What follows belongs to an exercise in optimizing a design on an open flow for small area and a short achievable clock period; a production flow would make more cautious choices.
The RTL was checked by simulation tests, not by an equivalence proof against the original design.
Power figures rest on the tool's default switching activity, not on a simulated workload.

`run.sh`:
```
#!/bin/bash
# synth_recipe.tcl (not shown) runs the flow's synth.tcl, then flattens the netlist and writes it again
# the make line also repeats each setting of config.mk as NAME=value (left out here)
make -C /OpenROAD-flow-scripts/flow DESIGN_CONFIG=/design/flow/config.mk WORK_HOME=/design/flow/orfs CLKGATE_MAP_FILE= SYNTH_SCRIPT=/design/flow/synth_recipe.tcl finish
```
`config.mk`:
```
export PLATFORM = sky130hd
export DESIGN_NAME = spi_eeprom_responder
export DESIGN_NICKNAME = spi_eeprom_responder
export VERILOG_FILES = /design/flow/design.v
export SDC_FILE = /design/flow/constraint.sdc
export NUM_CORES = 4
export LEC_CHECK = 0
export CAP_MARGIN = 20
export CORE_MARGIN = 2
export CORE_UTILIZATION = 55
export CTS_CLUSTER_DIAMETER = 80
export CTS_CLUSTER_SIZE = 30
export PLACE_DENSITY = 0.65
export SETUP_SLACK_MARGIN = 1.8
export SLEW_MARGIN = 20
export SYNTH_HIERARCHICAL = 1
```
`constraint.sdc`:
```
create_clock -name core_clock -period 3.8 [get_ports {FCLK_CLK0}]
set_input_delay 0.7600 -clock core_clock [delete_from_list [all_inputs] [get_ports {FCLK_CLK0}]]
set_output_delay 0.7600 -clock core_clock [all_outputs]
set_load 0.01 [all_outputs]
```
`design.v`:
```
package spi_eeprom_pkg;
   localparam logic [7:0] OP_WREN  = 8'h06;
   localparam logic [7:0] OP_WRDI  = 8'h04;
   localparam logic [7:0] OP_RDSR  = 8'h05;
   localparam logic [7:0] OP_READ  = 8'h03;
   localparam logic [7:0] OP_WRITE = 8'h02;
   typedef enum logic [2:0] {
      IDLE, CMD, ADDR, READ, WRITE, RDSR, IGNORE
   } state_t;
endpackage
module spi_sync_edge #(
   parameter logic RST_VAL = 1'b0
) (
   input  logic i_clk,
   input  logic i_rst,
   input  logic i_d,
   output logic o_q,
   output logic o_rise,
   output logic o_fall
);
   logic r_s1, r_s2, r_s3;
   always_ff @(posedge i_clk) begin
      if (i_rst) begin
         r_s1 <= RST_VAL;
         r_s2 <= RST_VAL;
         r_s3 <= RST_VAL;
      end else begin
         r_s1 <= i_d;
         r_s2 <= r_s1;
         r_s3 <= r_s2;
      end
   end
   assign o_q    = r_s2;
   assign o_rise = r_s2 & ~r_s3;
   assign o_fall = ~r_s2 & r_s3;
endmodule
module spi_eeprom_cell (
   input  logic i_clk,
   input  logic i_wr,
   input  logic i_keep,
   input  logic i_col,
   output logic o_q
);
   always_ff @(posedge i_clk) o_q <= ~((o_q | i_wr) & (i_keep | i_col));
endmodule
module spi_eeprom_rd2 (
   input  logic i_sel_a_n,
   input  logic i_q_a,
   input  logic i_sel_b_n,
   input  logic i_q_b,
   output logic o_y
);
   assign o_y = ~((i_sel_a_n | i_q_a) & (i_sel_b_n | i_q_b));
endmodule
module spi_eeprom_rowdec (
   input  logic i_hi,
   input  logic i_lo,
   input  logic i_hi_wr_n,
   input  logic i_lo_n,
   output logic o_wr,
   output logic o_rsel_n
);
   assign o_wr     = ~(i_hi_wr_n | i_lo_n);
   assign o_rsel_n = ~(i_hi & i_lo);
endmodule
module spi_eeprom_nor2 (
   input  logic i_a,
   input  logic i_b,
   output logic o_y
);
   assign o_y = ~(i_a | i_b);
endmodule
module spi_eeprom_nand4 (
   input  logic [3:0] i_a,
   output logic       o_y
);
   assign o_y = ~&i_a;
endmodule
module spi_eeprom_responder #(
   parameter int DEPTH  = 256,
   parameter int ADDR_W = 8,
   parameter int PAGE   = 16
) (
   input  logic FCLK_CLK0,
   input  logic RST,
   input  logic i_sclk,
   input  logic i_mosi,
   input  logic i_ss_n,
   output logic o_miso,
   output logic o_miso_oe,
   output logic o_wel,
   output logic o_cmd_err
);
   spi_eeprom_pkg::state_t              r_state, w_state_nx;
   logic [2:0]          r_bit_cnt;
   logic                r_cnt7;        
   logic [7:0]          r_shift_in, r_miso_sr;
   logic [15:0]         r_lo, r_hi;    
   logic [15:0]         r_lo_n;        
   logic                r_wel, r_is_write, r_wr_armed, r_cmd_err;
   logic                r_mosi_s1, r_mosi_s2;
   logic [1:0]          r_ld_pipe;
   logic                r_wpend, r_winc;
   logic r_sclk_s1, r_sclk_s2, r_sclk_s3;
   logic r_sel_s1, r_sel_s2, r_sel_s3;
   logic w_sclk_rise, w_sclk_fall;
   logic w_sel, w_ss_rise, w_ss_fall;
   logic w_byte_done;
   logic [7:0] w_byte;
   logic w_set_wel, w_clr_wel, w_cmd_err, w_ld_sts, w_ld_addr;
   logic w_rd_start, w_rd_next, w_wr_next, w_set_wr, w_set_rd;
   always_ff @(posedge FCLK_CLK0) begin
      if (RST) begin
         r_sclk_s1 <= 1'b0;
         r_sclk_s2 <= 1'b0;
         r_sclk_s3 <= 1'b0;
         r_sel_s1  <= 1'b0;
         r_sel_s2  <= 1'b0;
         r_sel_s3  <= 1'b0;
      end else begin
         r_sclk_s1 <= i_sclk;
         r_sclk_s2 <= r_sclk_s1;
         r_sclk_s3 <= r_sclk_s2;
         r_sel_s1  <= ~i_ss_n;
         r_sel_s2  <= r_sel_s1;
         r_sel_s3  <= r_sel_s2;
      end
   end
   assign w_sclk_rise = r_sclk_s2 & ~r_sclk_s3;
   assign w_sclk_fall = ~r_sclk_s2 & r_sclk_s3;
   assign w_sel       = r_sel_s2;
   assign w_ss_rise   = ~r_sel_s2 & r_sel_s3;
   assign w_ss_fall   = r_sel_s2 & ~r_sel_s3;
   assign w_byte      = {r_shift_in[6:0], r_mosi_s2};
   assign w_byte_done = w_sclk_rise & r_cnt7 & w_sel;
   always_ff @(posedge FCLK_CLK0) begin
      if (RST) r_state <= spi_eeprom_pkg::IDLE;
      else     r_state <= w_state_nx;
   end
   always_comb begin
      w_state_nx = r_state;
      w_set_wel  = 1'b0;
      w_clr_wel  = 1'b0;
      w_cmd_err  = 1'b0;
      w_ld_sts   = 1'b0;
      w_ld_addr  = 1'b0;
      w_rd_start = 1'b0;
      w_rd_next  = 1'b0;
      w_wr_next  = 1'b0;
      w_set_wr   = 1'b0;
      w_set_rd   = 1'b0;
      if (w_ss_rise) begin
         w_state_nx = spi_eeprom_pkg::IDLE;
         w_clr_wel  = r_wr_armed;
      end else begin
         case (r_state)
            spi_eeprom_pkg::IDLE: if (w_ss_fall) w_state_nx = spi_eeprom_pkg::CMD;
            spi_eeprom_pkg::CMD: if (w_byte_done) begin
               case (w_byte)
                  spi_eeprom_pkg::OP_WREN:  begin w_set_wel = 1'b1; w_state_nx = spi_eeprom_pkg::IGNORE; end
                  spi_eeprom_pkg::OP_WRDI:  begin w_clr_wel = 1'b1; w_state_nx = spi_eeprom_pkg::IGNORE; end
                  spi_eeprom_pkg::OP_RDSR:  begin w_ld_sts  = 1'b1; w_state_nx = spi_eeprom_pkg::RDSR;   end
                  spi_eeprom_pkg::OP_READ:  begin w_set_rd  = 1'b1; w_state_nx = spi_eeprom_pkg::ADDR;   end
                  spi_eeprom_pkg::OP_WRITE: begin w_set_wr  = 1'b1; w_state_nx = spi_eeprom_pkg::ADDR;   end
                  default:  begin w_cmd_err = 1'b1; w_state_nx = spi_eeprom_pkg::IGNORE; end
               endcase
            end
            spi_eeprom_pkg::ADDR: if (w_byte_done) begin
               w_ld_addr  = 1'b1;
               w_rd_start = ~r_is_write;
               w_state_nx = r_is_write ? spi_eeprom_pkg::WRITE : spi_eeprom_pkg::READ;
            end
            spi_eeprom_pkg::READ:  if (w_byte_done) w_rd_next = 1'b1;
            spi_eeprom_pkg::WRITE: if (w_byte_done) w_wr_next = 1'b1;
            spi_eeprom_pkg::RDSR:  if (w_byte_done) w_ld_sts  = 1'b1;
            default: ;
         endcase
      end
   end
   always_ff @(posedge FCLK_CLK0) begin
      if (RST) begin
         r_bit_cnt  <= '0;
         r_cnt7     <= 1'b0;
         r_shift_in <= '0;
         r_miso_sr  <= '0;
         r_lo       <= 16'd1;
         r_hi       <= 16'd1;
         r_wel      <= 1'b0;
         r_is_write <= 1'b0;
         r_wr_armed <= 1'b0;
         r_cmd_err  <= 1'b0;
         r_mosi_s1  <= 1'b0;
         r_mosi_s2  <= 1'b0;
         r_ld_pipe  <= '0;
         r_wpend    <= 1'b0;
         r_hi_wr_n  <= '1;
         r_lo_n     <= ~16'd1;
         r_winc     <= 1'b0;
      end else begin
         r_mosi_s1 <= i_mosi;
         r_mosi_s2 <= r_mosi_s1;
         r_cmd_err <= w_cmd_err;
         r_ld_pipe <= {r_ld_pipe[0], w_rd_start | w_rd_next};
         r_wpend   <= w_wr_next & r_wel;
         r_hi_wr_n <= ~({16{w_wr_next & r_wel}} & r_hi);
         r_winc    <= w_wr_next;
         if (w_ss_fall || w_ss_rise) begin
            r_bit_cnt  <= '0;
            r_cnt7     <= 1'b0;
            r_shift_in <= '0;
         end else if (w_sclk_rise && w_sel) begin
            r_bit_cnt  <= r_bit_cnt + 3'd1;
            r_cnt7     <= (r_bit_cnt == 3'd6);
            r_shift_in <= w_byte;
         end
         if (w_set_wel)      r_wel <= 1'b1;
         else if (w_clr_wel) r_wel <= 1'b0;
         if (w_set_wr)      r_is_write <= 1'b1;
         else if (w_set_rd) r_is_write <= 1'b0;
         if (w_ss_rise)                     r_wr_armed <= 1'b0;
         else if (w_ld_addr && r_is_write) r_wr_armed <= 1'b1;
         if (w_ld_addr) begin
            r_lo   <= 16'd1 << w_byte[3:0];
            r_lo_n <= ~(16'd1 << w_byte[3:0]);
            r_hi <= 16'd1 << w_byte[7:4];
         end else if (w_rd_next) begin
            r_lo   <= {r_lo[14:0], r_lo[15]};
            r_lo_n <= {r_lo_n[14:0], r_lo_n[15]};
            if (r_lo[15]) r_hi <= {r_hi[14:0], r_hi[15]};
         end else if (r_winc) begin
            r_lo   <= {r_lo[14:0], r_lo[15]};
            r_lo_n <= {r_lo_n[14:0], r_lo_n[15]};
         end
         if (w_ss_fall || w_ss_rise)                    r_miso_sr <= '0;
         else if (w_ld_sts)                             r_miso_sr <= {6'b0, r_wel, 1'b0};
         else if (r_ld_pipe[1] && r_state == spi_eeprom_pkg::READ)      r_miso_sr <= w_rd;
         else if (w_sclk_fall && r_bit_cnt != 3'd0)     r_miso_sr <= {r_miso_sr[6:0], 1'b0};
      end
   end
   logic        r_ph;
   logic [7:0]  w_col;
   logic [7:0]  w_pair [DEPTH/2];    
   logic [7:0][7:0] w_part_n;        
   logic [7:0][7:0] r_part_n;
   logic [7:0]  w_rd;
   always_ff @(posedge FCLK_CLK0) r_ph <= ~r_ph;
   assign w_col = {8{~r_wpend}} | (r_shift_in ^ {8{r_ph}});
   logic [15:0] r_hi_wr_n;
   for (genvar r = 0; r < DEPTH; r++) begin : g_row
      logic w_wr, w_rsel_n;
      logic [7:0] w_q;
      spi_eeprom_rowdec u_dec (
         .i_hi (r_hi[r / 16]), .i_lo (r_lo[r % 16]),
         .i_hi_wr_n (r_hi_wr_n[r / 16]), .i_lo_n (r_lo_n[r % 16]),
         .o_wr (w_wr), .o_rsel_n (w_rsel_n)
      );
      for (genvar c = 0; c < 8; c++) begin : g_bit
         spi_eeprom_cell u_cell (
            .i_clk (FCLK_CLK0), .i_wr (w_wr), .i_keep (w_rsel_n), .i_col (w_col[c]),
            .o_q (w_q[c])
         );
      end
   end
   for (genvar p = 0; p < DEPTH / 2; p++) begin : g_pair
      for (genvar c = 0; c < 8; c++) begin : g_bit
         spi_eeprom_rd2 u_rd (
            .i_sel_a_n (g_row[2*p].w_rsel_n),   .i_q_a (g_row[2*p].w_q[c]),
            .i_sel_b_n (g_row[2*p+1].w_rsel_n), .i_q_b (g_row[2*p+1].w_q[c]),
            .o_y (w_pair[p][c])
         );
      end
   end
   for (genvar k = 0; k < 8; k++) begin : g_grp
      for (genvar c = 0; c < 8; c++) begin : g_bit
         logic [7:0] w_n2;
         logic [1:0] w_n4;
         for (genvar j = 0; j < 8; j++) begin : g_n2
            spi_eeprom_nor2 u_n2 (
               .i_a (w_pair[16*k + 2*j][c]), .i_b (w_pair[16*k + 2*j + 1][c]), .o_y (w_n2[j])
            );
         end
         for (genvar j = 0; j < 2; j++) begin : g_n4
            spi_eeprom_nand4 u_n4 (.i_a (w_n2[4*j +: 4]), .o_y (w_n4[j]));
         end
         spi_eeprom_nor2 u_o (.i_a (w_n4[0]), .i_b (w_n4[1]), .o_y (w_part_n[k][c]));
      end
   end
   always_ff @(posedge FCLK_CLK0) r_part_n <= w_part_n;
   always_comb begin
      w_rd = '1;
      for (int k = 0; k < 8; k++) w_rd = w_rd & r_part_n[k];
      w_rd = ~w_rd ^ {8{r_ph}};
   end
   assign o_miso    = r_miso_sr[7];
   assign o_miso_oe = w_sel;
   assign o_wel     = r_wel;
   assign o_cmd_err = r_cmd_err;
endmodule
```
==> out/results.ini, run 1 <==
[power_and_ir_drop]
p_total_w = 0.0360
p_leak_nw = 26.3
cellPowerDensity_mw_per_mm2 = 457
ir_worst_vdd_mv = 0.435

[die]
dieArea_mm2 = 0.132
die_h_um = 363
start_util_pct = 55.6
die_x_um = 363
pin_count = 9
num_rows = 131
coreArea_mm2 = 0.128

[placed_design]
portBuffers = 8
routabilityCongestion = 0.888
place_inst = 8708
place_hpwl_mm = 146

[synth]
syn_nets = 6943
post_synth.cell_area_avg_um2 = 10.2
ys_seq_area_share_pct = 62.4
ys.flop_type = dfxtp_1
netlist.area_leader.share_pct = 62.4
synth_compound_area_share_pct = 28.4
yosysTopAreaCell = dfxtp_1
synthDistinctLibCells = 56
syn_inst = 6933
synth-simple-area-share_pct = 8.54
synth_mux_area_share_pct = 0.0158
synth_area_mm2 = 0.0711
ys_ff_latch = 2216
netlist_top_cells_area = dfxtp_1 62%, o22ai_1 27%, nor2_1 4.7%
synthXorXnorAreaFrac_pct = 0.197
synth_edf_count = 0
yosys_warnings = 9
synthArstFlopShare_pct = 0
synth_top_family_by_area = compound AO/OA/AOI/OAI gates
synthAdderAreaFrac_pct = 0.0880

[timing]
fin_worst_skew_ns = 0.0411
slew-limit-headroom_pct = 21.2
tightestPinTransition_ns = 1.18
setup_viol = 0
rsz0062_at_grt = true
hold_viol_final = 0
period_minus_slack_ns = 2.06
fin_setup_tns_ns = 0
period_share_pct = 54.2
fin_worst_hold_slack_ns = 0.341
fmax_mhz = 486
drv_slew = 0

[worst_setup_path]
critPathBufInv = 1
start_kind = flop
path_cells = buf_8
path_class = flop to output pin
critPathMaxStageDelay_ns = 0.39
end_kind = output pin
path_delay_family = flip-flops
cp_max_fo = 2
cp.depth = 1
crit_path_top_delay_cell = dfxtp_4
arrival_ns = 1.30
cp.required_ns = 3.04
reg2regPathDepth = 6

[run_status]
status = finished clean

[layout]
final_common_cell = o22ai_1
layout_common_cells = 3081 x o22ai_1, 2155 x dfxtp_1, 877 x nor2_1
nets = 7193
drive_gt1_share_pct = 7.94
nFillCells = 10900
area_growth_syn_to_layout_pct = 10.9
finalNonFillerCells = 8893

[run]
cap_violations = 0

[clock_tree]
clk_pin_slew_ns = 0.11
clockBufferDepth = 3
cts.sinks = 2216
cts-buffers-inserted = 93
ctsHoldBuffers = 0
root_buffer = clkbuf_16
htreeDepth = 3
cts_tree = done
clock_latency_ns = 0.77

[detailed_routing]
vias_per_cell = 7.01
drc = 0
drt-total-wl_mm = 239
vias = 62300
dr.first_iter.drc_count = 6811
wire_per_inst_um = 26.9
dr.pass1.iters = 6
drtAntennaViolNets = 0

[global_routing]
grt_overflow = 0
grt_usage_pct = 34.8
grt_max_degree = 79
antenna_found_initial = 8
grt_pass1_vias = 56100
grt_pass1_wl_mm = 354

[worst_hold_path]
hold_depth = 2
hp-class = primary input to flop

==> where the power goes <==
group	switching (W)	internal [W]
Clock	0.00758	0.00516
Combinational	0.0000308	0.0000151
Sequential	0.00000805	0.0232
Total	0.00762	0.0284
==> sequential cells by signal (all words and copies together) (netlist names), 2 cells and up <==
register / flops
r_miso_sr: 8
r_bit_cnt: 3
g_row.g_bit.u_cell.o_q: 2048
r_state: 3
r_shift_in: 8
r_lo_n: 16
r_hi: 16
r_ld_pipe: 2
r_lo: 16
r_part_n: 64
r_hi_wr_n: 16
==> metal layers <==
metal	track usage, %	up-vias	share of wire, %
met4	14.7	10	4.6
met5	0	-	0.026
met2	53.0	2717	44
met3	6.39	522	9.2
li1	-	28600	-
met1	48.7	30500	42
==> modules after synthesis (local to each module, per instance) <==
module / flip-flops and latches / copies in the design
spi_eeprom_cell: 1 / 2048
spi_eeprom_responder: 168 / 1
spi_eeprom_rd2: 0 / 1024
spi_eeprom_nor2: 0 / 576
spi_eeprom_nand4: 0 / 128
spi_eeprom_rowdec: 0 / 256
==> final cells by class <==
cell class,instances,area (um^2),area share [%]
Clock inverter,39,553,0.702
Inverter,17,63.8,0.0810
Tap cell,1662,2080,2.64
Antenna cell,5,12.5,0.0159
Sequential cell,2216,44500,56.5
Multi-Input combinational cell,4672,27300,34.6
Clock buffer,99,2420,3.07
Timing Repair Buffer,183,1870,2.37
==> through the flow <==
stage | setup slack (ns) | utilization, % | instance area (um^2)
4_1_cts | 1.68 | 61.2 | 78300
6_report | 1.74 | 61.6 | 78800
5_1_grt | 1.70 | 61.6 | 78800
2_1_floorplan | 1.75 | - | 71300
3_3_place_gp | 1.20 | 58.4 | 74700
3_5_place_dp | 1.13 | 58.4 | 74700
==> repair_timing <==
action | CTS | global route
setup endpoints to repair | 2179 | 235
setup buffers | 17 | 14
endpoints found under the hold margin | 0 | 0
pin swaps | 11 | 9
cloned | 11 | 0
resized for setup | 156 | 105
==> worst paths after layout <==
path                                    end                      startpoint  slack (ns)
min reg2reg  g_row[180].g_bit[5].u_cell.o_q  g_row[180].g_bit[5].u_cell.o_q        0.45
max                                  o_miso                    r_miso_sr[7]        1.74
min                                r_sel_s3                             RST        0.34
max reg2reg                    r_part_n[54]                         r_lo[8]        1.75
==> Yosys cell counts (all sizes together) (2+ instances only) <==
cell type  count
inv           17
a21oi         23
o311ai         7
o22ai       3081
o211a          6
or3            6
nand4b         2
a221o         15
a211o          2
nand3          8
a31oi         13
nand2        329
nor3           5
xnor2         15
a211oi        22
and4b          2
nor3b          2
nand4        145
buf           18
ha             5
nand3b         2
nor2         882
nor2b         14
clkbuf        21
nand2b        25
o21ai         11
or4            4
or4b           2
nor4           3
nor4b          3
and2           4
a311oi         7
dfxtp       2216
o211ai         3
a31o           3
==> kinds of logic (layout without fill, tap and decap cells) <==
kind of cell             count (synthesis)  in the layout
AO/OA/AOI/OAI                         3198           3198
other                                    0              5
buffers and inverters                   56            338
adder cells (fa/ha/maj)                  5              5
multiplexers                             1              1
AND/OR/NAND/NOR                       1441           1452
XOR/XNOR                                16             16
flip-flops                            2216           2216
==> run 2, diff against run 1 <==
--- a/config.mk
+++ b/config.mk
@@ -11,6 +11,6 @@
 export CTS_CLUSTER_DIAMETER = 80
 export CTS_CLUSTER_SIZE = 30
 export PLACE_DENSITY = 0.65
-export SETUP_SLACK_MARGIN = 1.8
+export SETUP_SLACK_MARGIN = 1.75
 export SLEW_MARGIN = 20
 export SYNTH_HIERARCHICAL = 1
==> run 2 against run 1 <==
- die area is the same
- worst hold slack gained 0.011 ns
- clock power down 4%
- critical path type is now flop to flop
==> out/results.ini, run 2 <==
[run_status]
status = finished clean

[die]
num_rows = 131
dieArea_mm2 = 0.132
pin_count = 9
coreArea_mm2 = 0.128
die_h_um = 363
die_x_um = 363
start_util_pct = 55.6

[synth]
synth_area_mm2 = 0.0711
yosys_warnings = 9
post_synth.cell_area_avg_um2 = 10.2
yosys.cell_count.top_type = o22ai_1
ys_ff_latch = 2216
ys_seq_area_share_pct = 62.4
synthDistinctLibCells = 56
netlist_top_cells_area = dfxtp_1 62%, o22ai_1 27%, nor2_1 4.7%
synth_edf_count = 0
syn_inst = 6933
ys.flop_type = dfxtp_1
yosysTopAreaCell = dfxtp_1
netlist.area_leader.share_pct = 62.4
synthArstFlopShare_pct = 0
syn_nets = 6943
ys_top_cells_by_count = 3081 x o22ai_1, 2216 x dfxtp_1, 882 x nor2_1

[worst_hold_path]
hp-class = primary input to flop

[timing]
drv_slew = 0
tightestPinTransition_ns = 1.28
fin_setup_tns_ns = 0
period_share_pct = 55.1
hold_viol_final = 0
fin_worst_skew_ns = 0.0412
rsz0062_at_grt = true
setup_viol = 0
period_minus_slack_ns = 2.10
slew-limit-headroom_pct = 15.0
fmax_mhz = 477

[clock_tree]
clock_latency_ns = 0.76
htreeDepth = 3
root_buffer = clkbuf_16
clk_pin_slew_ns = 0.12
cts.sinks = 2216
clockBufferDepth = 3
cts_tree = done
cts-buffers-inserted = 91

[layout]
nets = 7176
top_regs = g_row.g_bit.u_cell.o_q (2048), r_part_n (64)
drive_gt1_share_pct = 7.05
largest_register = g_row.g_bit.u_cell.o_q
largest_reg_flops = 2048
utilization_pct = 61.5
fin_area_mm2 = 0.0786
layout_common_cells = 3081 x o22ai_1, 2157 x dfxtp_1, 882 x nor2_1
area_growth_syn_to_layout_pct = 10.6
final_common_cell = o22ai_1

[detailed_routing]
dr.pass1.iters = 6
drc = 0
drt-total-wl_mm = 246
drtAntennaViolNets = 0
vias_per_cell = 7.08
vias = 62800
wire_per_inst_um = 27.8
dr.first_iter.drc_count = 7143

[worst_setup_path]
critPathMaxStageDelay_ns = 0.74
path_class = flop to flop
path_delay_family = simple AND/OR/NAND/NOR gates
start_kind = flop
end_kind = flop
cp.required_ns = 4.44
arrival_ns = 2.74
critPathBufInv = 0
cp_max_fo = 19
path_cells = nand2_1 -> o22ai_1 -> nor2_1 -> nand4_1 -> nor2_1
path_common_cell = nor2_1
crit_path_top_delay_cell = dfxtp_2

[placed_design]
place_hpwl_mm = 142
portBuffers = 8
routabilityCongestion = 0.882
dpl-instance-area_mm2 = 0.0742

[global_routing]
grt_pass1_vias = 56600
grt_max_degree = 87
grt_pass1_wl_mm = 360
grt_usage_pct = 35.6
antenna_found_initial = 3
grt_overflow = 0

[power_and_ir_drop]
ir_worst_vdd_mv = 0.417
cellPowerDensity_mw_per_mm2 = 452
p_leak_nw = 26.1

[run]
cap_violations = 0

==> run 2: cell counts after synthesis <==
Identical to the previous run, type by type.
==> run 2: power by group <==
part	switching, W	total (W)	internal, W
clock network	0.00749	0.0122	0.00473
logic	0.0000315	0.0000465	0.0000150
registers	0.00000697	0.0232	0.0232
total	0.00753	0.0355	0.0279
==> run 2: tightest hold or removal path, cell delays in order <==
cell    delay, ns
buf_2        0.14
or4b_1       0.14
nor3_2       0.04
==> run 2: logic make-up (layout without fill, tap and decap cells) <==
logic type               count (synthesis)  after routing  synth area share (%)
AND/OR/NAND/NOR                       1441           1459                  8.54
adder cells (fa/ha/maj)                  5              5                0.0880
flip-flops                            2216           2216                  62.4
XOR/XNOR                                16             16                 0.197
other                                    0              4                     0
AO/OA/AOI/OAI                         3198           3198                  28.4
buffers and inverters                   56            312                 0.356
multiplexers                             1              1                0.0158
==> run 2: per-layer routing <==
| layer | track usage (%) | part of all wire (%) |
|---|---|---|
| met1 | 49.7 | 42 |
| met2 | 54.3 | 44 |
| met3 | 5.69 | 8.4 |
| met4 | 16.5 | 5.0 |
| met5 | 0 | 0 |
==> run 2: final cells by class <==
cell class,instances,area [um^2]
Timing Repair Buffer,161,1890
Sequential cell,2216,44500
Clock buffer,99,2360
Clock inverter,35,407
Antenna cell,4,10.0
Tap cell,1662,2080
Multi-Input combinational cell,4679,27300
Fill cell,10900,49300
Inverter,17,63.8
==> run 2: per-module statistics from Yosys (local to each module, per instance) <==
module	flip-flops and latches	times used	cell area, um^2
spi_eeprom_responder	168	1	5960
spi_eeprom_rd2	0	1024	6.26
spi_eeprom_cell	1	2048	26.3
spi_eeprom_rowdec	0	256	7.51
spi_eeprom_nor2	0	576	3.75
spi_eeprom_nand4	0	128	6.26
==> run 2: timing repair <==
item,in CTS,in global routing
cloned,18,4
setup buffers,32,16
setup endpoints to repair,2147,796
hold endpoints to repair,0,0
resized for setup,124,108
hold buffers,0,0
pin swaps,22,5
==> run 2: metrics by stage <==
step / hold slack (ns) / total power, W / setup slack (ns) / std cells
6_report: 0.352 / 0.0355 / 1.70 / 8873
5_1_grt: 0.326 / 0.0364 / 1.70 / 8869
4_1_cts: 0.300 / 0.0356 / 1.57 / 8849
3_5_place_dp: 0.426 / 0.0238 / 1.11 / 8665
3_3_place_gp: 0.419 / 0.0238 / 1.16 / 8665
2_1_floorplan: 0.414 / 0.0238 / 1.72 / 6933
==> run 2: worst paths after layout <==
check | startpoint | end | slack, ns | depth (start not counted)
worst max register to register | r_hi[3] | r_part_n[8] | 1.70 | 5
worst min-delay path | RST | r_winc | 0.35 | 3
worst max-delay path | r_hi[3] | r_part_n[8] | 1.70 | 5
worst min register to register | g_row[77].g_bit[0].u_cell.o_q | g_row[77].g_bit[0].u_cell.o_q | 0.45 | 1
==> run 3, diff against run 2 <==
--- a/config.mk
+++ b/config.mk
@@ -7,10 +7,10 @@
 export LEC_CHECK = 0
 export CAP_MARGIN = 20
 export CORE_MARGIN = 2
-export CORE_UTILIZATION = 55
+export CORE_UTILIZATION = 45
 export CTS_CLUSTER_DIAMETER = 80
 export CTS_CLUSTER_SIZE = 30
-export PLACE_DENSITY = 0.65
-export SETUP_SLACK_MARGIN = 1.75
+export PLACE_DENSITY = 0.6
+export SETUP_SLACK_MARGIN = 1.8
 export SLEW_MARGIN = 20
 export SYNTH_HIERARCHICAL = 1
==> run 3 against run 2 <==
- cell count is 5.5% higher
- maximum frequency is 0.90% higher
- sequential share of layout area is 1.1 points lower
- core utilization is 10 points lower
- worst hold slack better by 0.076 ns
- area after synthesis stayed put
- wire length is 2.5% higher
- non-clock buffer count is 52 higher
- clock power is 15% higher
- clock-buffer cell count is 12 higher
- still clean on timing, DRC and antenna
- highest routed layer unchanged
- setup slack better by 0.019 ns
==> out/results.ini, run 3 <==
[placed_design]
dpl-instance-area_mm2 = 0.0751
routabilityCongestion = 0.883
place_hpwl_mm = 149
portBuffers = 8
pre_cts_slack_ns = 1.04

[synth]
syn_inst = 6933
synthDistinctLibCells = 56
netlist.area_leader.share_pct = 62.4
synthArstFlopShare_pct = 0
synth_area_mm2 = 0.0711
ys_seq_area_share_pct = 62.4
yosys.cell_count.top_type = o22ai_1
syn_nets = 6943
ys.flop_type = dfxtp_1
yosysTopAreaCell = dfxtp_1
netlist_top_cells_area = dfxtp_1 62%, o22ai_1 27%, nor2_1 4.7%
synth_edf_count = 0
ys_ff_latch = 2216
ys_top_cells_by_count = 3081 x o22ai_1, 2216 x dfxtp_1, 882 x nor2_1
yosys_warnings = 9
post_synth.cell_area_avg_um2 = 10.2

[clock_tree]
cts_tree = done
htreeDepth = 3
clk_pin_slew_ns = 0.12
root_buffer = clkbuf_16
cts.sinks = 2216
ctsHoldBuffers = 0
cts-buffers-inserted = 103
clockBufferDepth = 3
clock_latency_ns = 0.78

[layout]
top_regs = g_row.g_bit.u_cell.o_q (2048), r_part_n (64)
layout_common_cells = 3081 x o22ai_1, 2157 x dfxtp_1, 880 x nor2_1
multiInputGateArea_mm2 = 0.0274
final_common_cell = o22ai_1
ff_latch_area_mm2 = 0.0445
n_antenna_cell = 0
largest_reg_flops = 2048
area_growth_syn_to_layout_pct = 12.9
largest_register = g_row.g_bit.u_cell.o_q
nFillCells = 14300
fin_area_mm2 = 0.0802
nets = 7241
drive_gt1_share_pct = 8.83

[power_and_ir_drop]
p_total_w = 0.0372
p_switching_w = 0.00829
clkPwrFrac_pct = 37.5
ir_worst_vdd_mv = 0.463
p_comb_share_pct = 0.1
switching_share_pct = 22.3
cellPowerDensity_mw_per_mm2 = 464
p_leak_nw = 26.8
seqPwrFrac_pct = 62.3
internal-power_w = 0.0289

[worst_setup_path]
cp_max_fo = 2
arrival_ns = 1.32
crit_path_top_delay_cell = dfxtp_4
path_delay_family = flip-flops
start_kind = flop
path_cells = buf_6
path_class = flop to output pin
critPathMaxStageDelay_ns = 0.43
end_kind = output pin
critPathBufInv = 1
cp.required_ns = 3.04

[global_routing]
antenna_found_initial = 2
grt_pass1_wl_mm = 367
grt_overflow = 0
grt_max_degree = 75
grt_usage_pct = 29.6
grt_pass1_vias = 56400

[die]
die_x_um = 401
die_h_um = 401
start_util_pct = 45.4
coreArea_mm2 = 0.157
num_rows = 145
pin_count = 9
dieArea_mm2 = 0.161

[timing]
drv_slew = 0
setup_viol = 0
period_minus_slack_ns = 2.08
hold_viol_final = 0
slew-limit-headroom_pct = 13.9
period_share_pct = 54.6
fmax_mhz = 482
tightestPinTransition_ns = 1.29
fin_ws_ns = 1.72
fin_worst_hold_slack_ns = 0.428
fin_setup_tns_ns = 0
fin_worst_skew_ns = 0.0411
rsz0062_at_grt = true

[worst_hold_path]
hp-class = primary input to flop

[detailed_routing]
drt-total-wl_mm = 253
dr.first_iter.drc_count = 7011
dr.pass1.iters = 9
vias = 62700
wire_per_inst_um = 27.0
vias_per_cell = 6.69
drc = 0
drtAntennaViolNets = 0

[run]
cap_violations = 0

[run_status]
status = finished clean

==> run 3: cell count changes in the layout (fill, tap and decap cells not counted), moves of 4 or more <==
cell       before  now
buf_16         10    4
buf_4          99  158
clkbuf_1        5    1
clkbuf_16      96  109
dfxtp_2        35   26
dfxtp_4        24   33
diode_2         4    0
inv_12          1    6
inv_16          0    5
inv_8           4   21
nand2_1       219  185
nand2_2       101  131
nand2_4        16   22
==> run 3: worst reg2reg max path, stage by stage (launching register included) <==
cell     delay [ns]
dfxtp_2        1.21
nor2_1         0.49
o22ai_1        0.28
==> run 3: power by group through the flow <==
stage	Clock (W)	Sequential [W]	Combinational [W]
floorplan	0	0.0238	0.0000319
global placement	0	0.0238	0.0000445
detailed placement	0	0.0238	0.0000448
CTS	0.0141	0.0232	0.0000490
global route	0.0150	0.0232	0.0000542
finish	0.0140	0.0232	0.0000520
==> run 3: area by class of cell <==
type / instances / area share, %
clock buffers: 111 / 3.39
clock inverters: 67 / 1.02
inverters: 17 / 0.0795
multi-input cells: 4680 / 34.1
flip-flops and latches: 2216 / 55.5
well taps: 2058 / 3.21
repair buffers: 213 / 2.68
==> run 3: cells by family after synthesis <==
group	synth area share, %
AOI/OAI and AO/OA	28.4
adders and majority gates	0.0880
muxes	0.0158
and+or+nand+nor	8.54
DFF	62.4
xor gates and xnor gates	0.197
buffers and inverters	0.356
==> run 3: through the flow <==
stage / std cells / util, %
final: 9362 / 51.2
after global placement: 9109 / 48.0
after floorplan: 6933 / -
after global routing: 9362 / 51.2
after detailed placement: 9109 / 48.0
after CTS: 9343 / 50.9
==> run 3: worst paths after layout <==
path                     start                        endpoint  slack [ns]  cells after the start
setup / recovery  r_miso_sr[7]                          o_miso        1.72                      1
hold / removal             RST                          r_winc        0.43                      3
setup reg to reg     r_lo_n[9]  g_row[169].g_bit[7].u_cell.o_q        1.73                      2
hold reg to reg      r_mosi_s1                       r_mosi_s2        0.43                      1
==> run 3: per-module statistics from Yosys (local to each module, per instance) <==
module / copies in the design / cell area (um^2)
spi_eeprom_cell: 2048 / 26.3
spi_eeprom_rd2: 1024 / 6.26
spi_eeprom_rowdec: 256 / 7.51
spi_eeprom_nand4: 128 / 6.26
spi_eeprom_responder: 1 / 5960
spi_eeprom_nor2: 576 / 3.75
==> run 3: repair_timing <==
action | CTS | global route
gates resized for setup | 145 | 126
endpoints found under the setup margin | 2189 | 278
setup buffers | 38 | 15
cloned | 18 | 4
pin swaps | 13 | 10
==> run 3: per-layer routing <==
| metal | up-vias | wire length, um | GRT usage, % |
|---|---|---|---|
| met4 | 0 | 11600 | 12.3 |
| met2 | 2545 | 110000 | 44.4 |
| met5 | - | 0 | 0 |
| met1 | 30900 | 110000 | 41.9 |
| li1 | 28800 | - | - |
| met3 | 473 | 20800 | 5.16 |
==> run 4, diff against run 3 <==
--- a/config.mk
+++ b/config.mk
@@ -7,10 +7,10 @@
 export LEC_CHECK = 0
 export CAP_MARGIN = 20
 export CORE_MARGIN = 2
-export CORE_UTILIZATION = 45
+export CORE_UTILIZATION = 50
 export CTS_CLUSTER_DIAMETER = 80
 export CTS_CLUSTER_SIZE = 30
-export PLACE_DENSITY = 0.6
+export PLACE_DENSITY = 0.62
 export SETUP_SLACK_MARGIN = 1.8
 export SLEW_MARGIN = 20
 export SYNTH_HIERARCHICAL = 1
==> run 4 against run 3 <==
- still clean on timing, DRC and antenna
- maximum frequency increased by 0.11%
- via count decreased by 0.29%
- power decreased by 0.92%
- die area decreased by 9.9%
- synthesized cell count unchanged
- register-to-register slack about the same
- clock-buffer cell count decreased by 3
- sequential share of layout area increased by 0.46 points
- wire length decreased by 3.2%
- critical endpoint is now r_lo_n[6]
- largest power group unchanged
==> out/results.ini, run 4 <==
[layout]
nFillCells = 12500
nets = 7193
final_common_cell = o22ai_1
top_regs = g_row.g_bit.u_cell.o_q (2048), r_part_n (64)
finalNonFillerCells = 9137
area_growth_syn_to_layout_pct = 12.0
layout_common_cells = 3080 x o22ai_1, 2159 x dfxtp_1, 881 x nor2_1
largest_reg_flops = 2048
ff_latch_area_mm2 = 0.0445
multiInputGateArea_mm2 = 0.0274
largest_register = g_row.g_bit.u_cell.o_q
drive_gt1_share_pct = 8.56

[global_routing]
grt_overflow = 0
grt_pass1_wl_mm = 362
antenna_found_initial = 5
grt_max_degree = 87
grt_usage_pct = 32.2
grt_pass1_vias = 56600

[timing]
slew-limit-headroom_pct = 16.5
fin_setup_tns_ns = 0
period_minus_slack_ns = 2.07
hold_viol_final = 0
setup_viol = 0
tightestPinTransition_ns = 1.25
fin_worst_skew_ns = 0.0487
period_share_pct = 54.6
drv_slew = 0
rsz0062_at_grt = true
fmax_mhz = 482

[synth]
post_synth.cell_area_avg_um2 = 10.2
ys_ff_latch = 2216
netlist_top_cells_area = dfxtp_1 62%, o22ai_1 27%, nor2_1 4.7%
ys.flop_type = dfxtp_1
synth_area_mm2 = 0.0711
syn_nets = 6943
yosysTopAreaCell = dfxtp_1
synth_edf_count = 0
synthArstFlopShare_pct = 0
yosys_warnings = 9
syn_inst = 6933
ys_seq_area_share_pct = 62.4
synthDistinctLibCells = 56
netlist.area_leader.share_pct = 62.4
yosys.cell_count.top_type = o22ai_1
ys_top_cells_by_count = 3081 x o22ai_1, 2216 x dfxtp_1, 882 x nor2_1

[worst_setup_path]
path_cells = or3b_2 -> nor4_2 -> a21oi_1 -> a221o_1
cp.required_ns = 4.49
end_kind = flop
crit_path_top_delay_cell = dfxtp_1
path_class = flop to flop
arrival_ns = 2.76
critPathMaxStageDelay_ns = 0.65
cp_max_fo = 11
start_kind = flop

[die]
start_util_pct = 50.3
num_rows = 138
die_h_um = 381
dieArea_mm2 = 0.145
pin_count = 9
coreArea_mm2 = 0.141
die_x_um = 381

[clock_tree]
clockBufferDepth = 3
root_buffer = clkbuf_16
clock_latency_ns = 0.79
clk_pin_slew_ns = 0.12
cts.sinks = 2216
cts_tree = done
cts-buffers-inserted = 99
htreeDepth = 3
ctsHoldBuffers = 0

[detailed_routing]
drt-total-wl_mm = 245
drtAntennaViolNets = 0
wire_per_inst_um = 26.8
vias = 62500
vias_per_cell = 6.84
drc = 0
dr.pass1.iters = 6
dr.first_iter.drc_count = 6399

[placed_design]
place_hpwl_mm = 147
place_inst = 8918
routabilityCongestion = 0.864
portBuffers = 8

[power_and_ir_drop]
ir_worst_vdd_mv = 0.394
p_leak_nw = 26.4
cellPowerDensity_mw_per_mm2 = 464

[run_status]
status = finished clean

[worst_hold_path]
hp-class = primary input to flop

[run]
cap_violations = 0

## run 4: cells by family after synthesis
group                      Yosys count  synth area share, %
DFF                               2216                 62.4
AOI/OAI and AO/OA                 3198                 28.4
and+or+nand+nor                   1441                 8.54
xor gates and xnor gates            16                0.197
adders and majority gates            5               0.0880
buffers and inverters               56                0.356
muxes                                1               0.0158
## run 4: cell type report
type	count	area share (%)
diodes	1	0.00315
clock buffers	108	3.25
clock inverters	56	1.03
inverters	17	0.0802
multi-input cells	4677	34.5
flip-flops and latches	2216	55.9
well taps	1890	2.97
repair buffers	172	2.23
## run 4: routing by layer
metal | vias up | GRT usage [%] | routed length (um)
met5 | - | 0 | 0
met4 | 0 | 13.4 | 11500
met3 | 456 | 4.67 | 18900
met2 | 2539 | 49.0 | 108000
met1 | 30800 | 45.7 | 107000
li1 | 28700 | - | -
## run 4: worst paths after layout
check | start | end | cells after the start | slack (ns)
setup reg to reg | r_shift_in[0] | r_lo_n[6] | 4 | 1.73
hold reg to reg | r_sel_s1 | r_sel_s2 | 1 | 0.44
setup / recovery | r_shift_in[0] | r_lo_n[6] | 4 | 1.73
hold / removal | RST | r_winc | 3 | 0.35
## run 4: power breakdown
part	switching [W]	total (W)	leakage [nW]	internal (W)
combinational	0.0000334	0.0000498	6.12	0.0000164
clock	0.00803	0.0136	1.66	0.00561
sequential	0.00000711	0.0232	18.7	0.0232
total	0.00807	0.0369	26.4	0.0288
## run 4: per-module statistics from Yosys (local to each module, per instance)
module / flops+latches / cell area [um^2] / cells / copies in the design
spi_eeprom_cell: 1 / 26.3 / 2 / 2048
spi_eeprom_rowdec: 0 / 7.51 / 2 / 256
spi_eeprom_responder: 168 / 5960 / 597 / 1
spi_eeprom_rd2: 0 / 6.26 / 1 / 1024
spi_eeprom_nor2: 0 / 3.75 / 1 / 576
spi_eeprom_nand4: 0 / 6.26 / 1 / 128
## run 4: worst max-delay path: cells and delay by family (launching register included)
kind            cells  cell delay [ns]
flops               1             0.65
simple gates        2             0.80
compound gates      2             0.53
## run 4: per-stage QoR
stage	util (%)	power [W]	worst slack, ns	hold slack [ns]	cell area [um^2]
5_1_grt	56.3	0.0378	1.64	0.325	79600
3_3_place_gp	53.0	0.0238	1.11	0.429	74800
4_1_cts	55.9	0.0371	1.61	0.304	78900
3_5_place_dp	53.0	0.0238	1.12	0.426	74800
6_report	56.3	0.0369	1.73	0.349	79600
2_1_floorplan	-	0.0238	1.75	0.414	71300
## run 4: repair_timing
action	CTS	global route
endpoints found under the setup margin	1762	1352
gates resized for setup	134	164
cloned	14	2
pin swaps	13	9
setup buffers	20	18

[re-timing with driven ports]
Ports are ideal in the flow. The routed layouts listed here were re-timed in OpenROAD. Step 1: set_driving_cell puts a clkbuf_16 on FCLK_CLK0 and a buf_2 on each other input, an assumption about the parent block. Step 2 times the ports against the registers' clock, not the clock port: input delays grow and output delays shrink by t, the midpoint of the rising clock arrivals with the driver on. Three values: no drivers, after step 1, after step 2; two values: the first two.
run | t (ns) | slack for setup (ns) | slew at the worst register clock pin (ns)
run 1 | 0.839 | 1.741 / 1.657 / 1.414 | 0.12 / 0.12
run 2 | 0.829 | 1.705 / 1.666 / 1.283 | 0.12 / 0.12
run 3 | 0.845 | 1.724 / 1.636 / 1.475 | 0.12 / 0.12
run 4 | 0.850 | 1.726 / 1.647 / 1.243 | 0.12 / 0.12
After both steps setup and hold are still met in every run listed. For run 4, which loses most, drivers alone change the setup slack by -0.079 ns; drivers and shift together by -0.483 ns.
